This design comes from an exercise in tuning for small area, a short achievable clock period and few clock cycles per item on the open sky130 flow, not from production work.
Where RTL was checked, it was by simulation tests only, not by an equivalence proof against the original.
Power is estimated from default activity; no workload was simulated.

Setup of quartz:
Design running_mean_variance_stats, start of the top module:
module running_mean_variance_stats (
    input  logic        aclk,
    input  logic        aresetn,
    input  logic        cfg_valid,
    output logic        cfg_ready,
    input  logic [47:0] cfg_data,
    input  logic        s_tvalid,
    output logic        s_tready,
    input  logic [31:0] s_tdata,    
    input  logic        s_tuser,    
    output logic        m_tvalid,
    input  logic        m_tready,
    output logic [119:0] m_tdata
);
For scale: roughly 6,400 cells after synthesis, ~210 I/O pins, roughly 56,000 um^2 of cells after synthesis.
Settings: LEC_CHECK=0, CAP_MARGIN=20, CORE_MARGIN=2, CORE_UTILIZATION=40, SETUP_SLACK_MARGIN=5, SLEW_MARGIN=20; clock period 10.0 ns.
run.sh (not shown) runs the stock make flow with config.mk's settings and CLKGATE_MAP_FILE= SYNTH_SCRIPT=/design/flow/synth_recipe.tcl, a recipe that flattens the netlist after the stock synthesis.
Testbench counts of quartz, summed over its fixed seeds: cycles 50,536, items 2,048.
Setup changes, quartz to xenon
-- flow/design.v --
<<< quartz, line 56
    assign m_fire = m_tvalid && m_tready;
    logic n_max;                   
    logic u_start;
    assign u_start = p_v && !u_run && !u_done;
>>> xenon, line 56
    assign m_fire = m_tvalid && m_tready;
    logic n_max;                   
    logic n_ge1, n_ge3;            
    logic u_start;
    assign u_start = p_v && !u_run && !u_done;
<<< quartz, line 106
    logic f_fin;
    assign f_fin = f_busy && f_cnt[5];    
    logic commit_s;
    assign commit_s = f_fin && !pend_reg && !(h_v && h_busy) &&
                      !((u_run || u_done) && u_isbusy) && !(p_v && p_busy) &&
                      !(f_util && !h_v);
    logic commit_b;
    assign commit_b = h_v && h_busy && !pend_reg;
    logic h_pop;
    assign h_pop = commit_b || (commit_s && f_util);
>>> xenon, line 107
    logic f_fin;
    assign f_fin = f_busy && f_cnt[5];    
    logic slot;
    assign slot = !pend_reg || m_fire;
    logic commit_s;
    assign commit_s = f_fin && slot && !(h_v && h_busy) &&
                      !((u_run || u_done) && u_isbusy) && !(p_v && p_busy) &&
                      !(f_util && !h_v);
    logic commit_b;
    assign commit_b = h_v && h_busy && slot;
    logic h_pop;
    assign h_pop = commit_b || (commit_s && f_util);
<<< quartz, line 144
            n_reg     <= '0;
            n_max     <= 1'b0;
            mean_reg  <= '0;
            s_reg     <= '0;
>>> xenon, line 147
            n_reg     <= '0;
            n_max     <= 1'b0;
            n_ge1     <= 1'b0;
            n_ge3     <= 1'b0;
            mean_reg  <= '0;
            s_reg     <= '0;
<<< quartz, line 183
                    f_busy <= 1'b1;
                    f_util <= stale_reg;
                    f_cnt  <= 6'd0;
                    f_neg  <= xm_diff[32];
                    f_d1   <= d1_new;
                    f_nq   <= d1_new;
                    f_rem  <= '0;
                    f_acc  <= '0;
                    f_dbit <= 1'b0;
                    f_qbit <= 1'b0;
                end
            end
>>> xenon, line 188
                    f_busy <= 1'b1;
                    f_util <= stale_reg;
                    f_neg  <= xm_diff[32];
                    f_d1   <= d1_new;
                    f_qbit <= 1'b0;
                    if (n_ge3) begin
                        f_cnt  <= 6'd2;
                        f_nq   <= {d1_new[29:0], 2'b00};
                        f_rem  <= {30'd0, d1_new[31:30]};
                        f_acc  <= d1_new[31] ? {32'd0, d1_new} : 64'd0;
                        f_dbit <= d1_new[30];
                    end else if (n_ge1) begin
                        f_cnt  <= 6'd1;
                        f_nq   <= {d1_new[30:0], 1'b0};
                        f_rem  <= {31'd0, d1_new[31]};
                        f_acc  <= '0;
                        f_dbit <= d1_new[31];
                    end else begin
                        f_cnt  <= 6'd0;
                        f_nq   <= d1_new;
                        f_rem  <= '0;
                        f_acc  <= '0;
                        f_dbit <= 1'b0;
                    end
                end
            end
<<< quartz, line 240
                n_reg    <= n_new;
                n_max    <= n_max || (n_reg == 32'hFFFF_FFFE);
                mean_reg <= mean_new;
                s_reg    <= s_new;
                pend_reg <= 1'b1;
                r_busy   <= 1'b1;
                r_cnt    <= 5'd0;
                r_k      <= k_new;
                r_kz     <= n_reg == 32'd0;
                r_rem    <= '0;
                r_q      <= '0;
                if (f_util) util_reg <= h_val;
            end else if (commit_b) begin
>>> xenon, line 259
                n_reg    <= n_new;
                n_max    <= n_max || (n_reg == 32'hFFFF_FFFE);
                n_ge1    <= 1'b1;
                n_ge3    <= n_ge3 || (n_reg == 32'd2);
                mean_reg <= mean_new;
                pend_reg <= 1'b1;
                r_busy   <= 1'b1;
                r_k      <= k_new;
                r_kz     <= n_reg == 32'd0;
                r_q      <= '0;
                sd_reg   <= '0;
                if (|n_reg[31:4]) begin
                    r_cnt <= 5'd2;
                    r_rem <= {60'd0, s_new[63:60]};
                    s_reg <= {s_new[59:0], s_new[63:60]};
                end else if (|n_reg[31:2]) begin
                    r_cnt <= 5'd1;
                    r_rem <= {62'd0, s_new[63:62]};
                    s_reg <= {s_new[61:0], s_new[63:62]};
                end else begin
                    r_cnt <= 5'd0;
                    r_rem <= '0;
                    s_reg <= s_new;
                end
                if (f_util) util_reg <= h_val;
            end else if (commit_b) begin
==> comparison <==
- Row layout-stage area growth over the synthesis result: xenon higher / quartz lower
- Measured against each other, xenon and quartz differ in end-of-flow core utilization, the higher figure coming from xenon.
- Between xenon and quartz, the difference in sequential cell count is negligible.
- Count of clock buffers in the final design shrinks by a few percent when moving from quartz to xenon.
- Maximum frequency on xenon is down relative to quartz.
- On xenon: fraction of final layout cells with drive strength greater than 1 is 0.55 points higher than what quartz gave.
Only the layout flow was run in xenon; the RTL was not checked for function there.

---

Another version of the RTL of running_mean_variance_stats (not shown whole).
Size: ~6100 cells after synthesis, roughly 210 I/O pins.
## running_mean_variance_stats
module running_mean_variance_stats (
    input  logic        aclk,
    input  logic        aresetn,
    input  logic        cfg_valid,
    output logic        cfg_ready,
    input  logic [47:0] cfg_data,
    input  logic        s_tvalid,
    output logic        s_tready,
    input  logic [31:0] s_tdata,    
    input  logic        s_tuser,    
    output logic        m_tvalid,
    input  logic        m_tready,
    output logic [119:0] m_tdata
);
clock: 10.0 ns
lec_check: 0
cap_margin: 20
core_margin: 2
core_utilization: 40
setup_slack_margin: 5
slew_margin: 20
Testbench counts at the start, summed over its fixed seeds: cycles 48,282, items 2,048.
Change:
--- a/flow/design.v
+++ b/flow/design.v
@@ -52,19 +52,26 @@
     assign cfg_ready = !xv_reg && !u_run && !p_v;
     assign m_tvalid  = pend_reg && !r_busy;
     assign m_tdata   = {7'd0, util_reg, sd_reg, mean_reg, n_reg};
     assign s_fire = s_tvalid && s_tready;
     assign c_fire = cfg_valid && cfg_ready;
     assign m_fire = m_tvalid && m_tready;
     logic n_max;                   
     logic n_ge3;                   
     logic u_start;
-    assign u_start = p_v && !u_run && !u_done;
+    logic h_load;
+    logic u_free, u_start_p, u_start_d;
+    assign u_free    = !u_run && (!u_done || h_load);
+    assign u_start_p = p_v && u_free;
+    assign u_start_d = disp && need_u && !p_v && u_free;
+    assign u_start   = u_start_p || u_start_d;
+    logic [47:0] u_src;
+    assign u_src = (u_start_d && xm_reg) ? b_new : busy_reg;
     logic need_u;
     assign need_u = xm_reg || stale_reg;
     logic disp;
     assign disp = xv_reg && !f_busy && (!need_u || !p_v);
     logic [49:0] xb_sum;
     logic [32:0] xm_diff;
     logic [31:0] mx_diff, d1_new;
     assign xb_sum  = {1'b0, xm_reg ? {1'b0, busy_reg} : {17'h1FFFF, ~mean_reg}, !xm_reg} +
                      {18'd0, x_reg, !xm_reg};
@@ -116,19 +123,18 @@
     assign slot = !pend_reg;
     logic commit_s;
     assign commit_s = f_fin && slot && !(h_v && h_busy) &&
                       !((u_run || u_done) && u_isbusy) && !(p_v && p_busy) &&
                       !(f_util && !h_v);
     logic commit_b;
     assign commit_b = h_v && h_busy && slot;
     logic h_pop;
     assign h_pop = commit_b || (commit_s && f_util);
-    logic h_load;
     assign h_load = u_done && (!h_v || h_pop);
     logic [65:0] r_r4;
     logic [66:0] r_diff, r_ca, r_cb, r_cc, r_cs, r_cy;
     logic        r_b;
     assign r_r4   = {r_rem, s_reg[63:62]};
     assign r_ca   = {1'b0, r_r4};
     assign r_cb   = ~{1'b0, r_q, 2'b00};
     assign r_cc   = ~{35'd0, r_k};
     assign r_cs   = r_ca ^ r_cb ^ r_cc;
@@ -177,19 +183,19 @@
                 xv_reg <= 1'b0;
             end
             if (c_fire) begin
                 total_reg <= cfg_data;
                 stale_reg <= 1'b1;
             end else if (disp && need_u) begin
                 stale_reg <= 1'b0;
             end
             if (disp) begin
-                if (need_u) begin
+                if (need_u && !u_start_d) begin
                     p_v    <= 1'b1;
                     p_busy <= xm_reg;
                 end
                 if (xm_reg) begin
                     busy_reg <= b_new;
                 end else begin
                     f_busy <= 1'b1;
                     f_util <= stale_reg;
                     f_neg  <= xm_diff[32];
@@ -212,19 +218,19 @@
                 f_nq   <= {f_nq[30:0], f_ge};
                 f_hen  <= f_nq[31] ^ f_ge;
                 f_hsub <= f_ge && !f_nq[31];
                 f_acc  <= f_hor;
                 f_cnt  <= f_cnt + 6'd1;
             end
             if (u_start) begin
                 p_v      <= 1'b0;
                 u_run    <= 1'b1;
-                u_isbusy <= p_busy;
+                u_isbusy <= u_start_p ? p_busy : xm_reg;
                 u_cnt    <= 5'd0;
                 u_tz     <= (total_reg == 48'd0);
             end
             if (u_run) begin
                 u_q   <= {u_q[15:0], u_ge};
                 u_cnt <= u_cnt + 5'd1;
                 if (u_cnt == 5'd16) begin
                     u_run  <= 1'b0;
                     u_done <= 1'b1;
@@ -273,20 +279,20 @@
     end
     always_ff @(posedge aclk) begin
         if (disp && !xm_reg) begin
             if (n_ge3) f_rem <= {30'd0, d1_new[31:30]};
             else       f_rem <= '0;
         end else begin
             f_rem <= f_ge ? f_diff[31:0] : f_sh[31:0];
         end
         if (u_start) begin
-            u_rem <= {1'b0, busy_reg[47:1]};
-            u_bit <= busy_reg[0];
+            u_rem <= {1'b0, u_src[47:1]};
+            u_bit <= u_src[0];
         end else begin
             u_rem <= u_ge ? u_diff[47:0] : u_sh[47:0];
             u_bit <= 1'b0;
         end
         if (commit_s) begin
             r_q <= '0;
             if (|n_reg[31:4]) r_rem <= {60'd0, s_new[63:60]};
             else              r_rem <= '0;
         end else begin
The new run finished but failed the layout checks on capacitance limit, slew limit.
Die area rose by 2.7%.
First-iteration DRC count rose by 22%.
Area after synthesis rose by 2.7%.
Cell count rose by 3.8%.
Flip-flop and latch count stays the same.
Sequential power barely changes.
Total power rose by 8.3%.
Worst hold slack stays flat.
Design area rose by 3.1%.
Core utilization rose by 0.46 points.
No functional check of the RTL was part of the second run of this note.

-- what the ideal ports hide --
How much do the figures lean on ideal ports? The routed layouts below were timed once more, with nothing changed but the port constraints.
Step 1 sets driving cells, clkbuf_16 on the clock port and buf_2 on the other inputs (assumed; they add their load-dependent delay and slew).
Step 2, shift: input delay + t, output delay - t, t = (earliest + latest rising clock arrival at the registers) / 2. This alone moves slack from input paths to output paths.
Three values: ideal ports, drivers, drivers and shift; two values: the first two.
run | shift t [ns] | setup WS [ns] | worst setup path at the end | cell pins on the clock port's net
quartz | 0.790 | 5.130 / 5.130 / 5.042 | input to register | 1
xenon | 0.798 | 4.995 / 4.995 / 4.218 | input to register | 1
the first run of note 2 | 0.788 | 5.105 / 5.105 / 4.866 | input to register | 1
the second run of note 2 | 0.774 | 5.121 / 5.121 / 5.100 | input to register | 1
For xenon, which loses most, drivers alone change the setup slack by 0.000 ns; drivers and shift together by -0.777 ns.
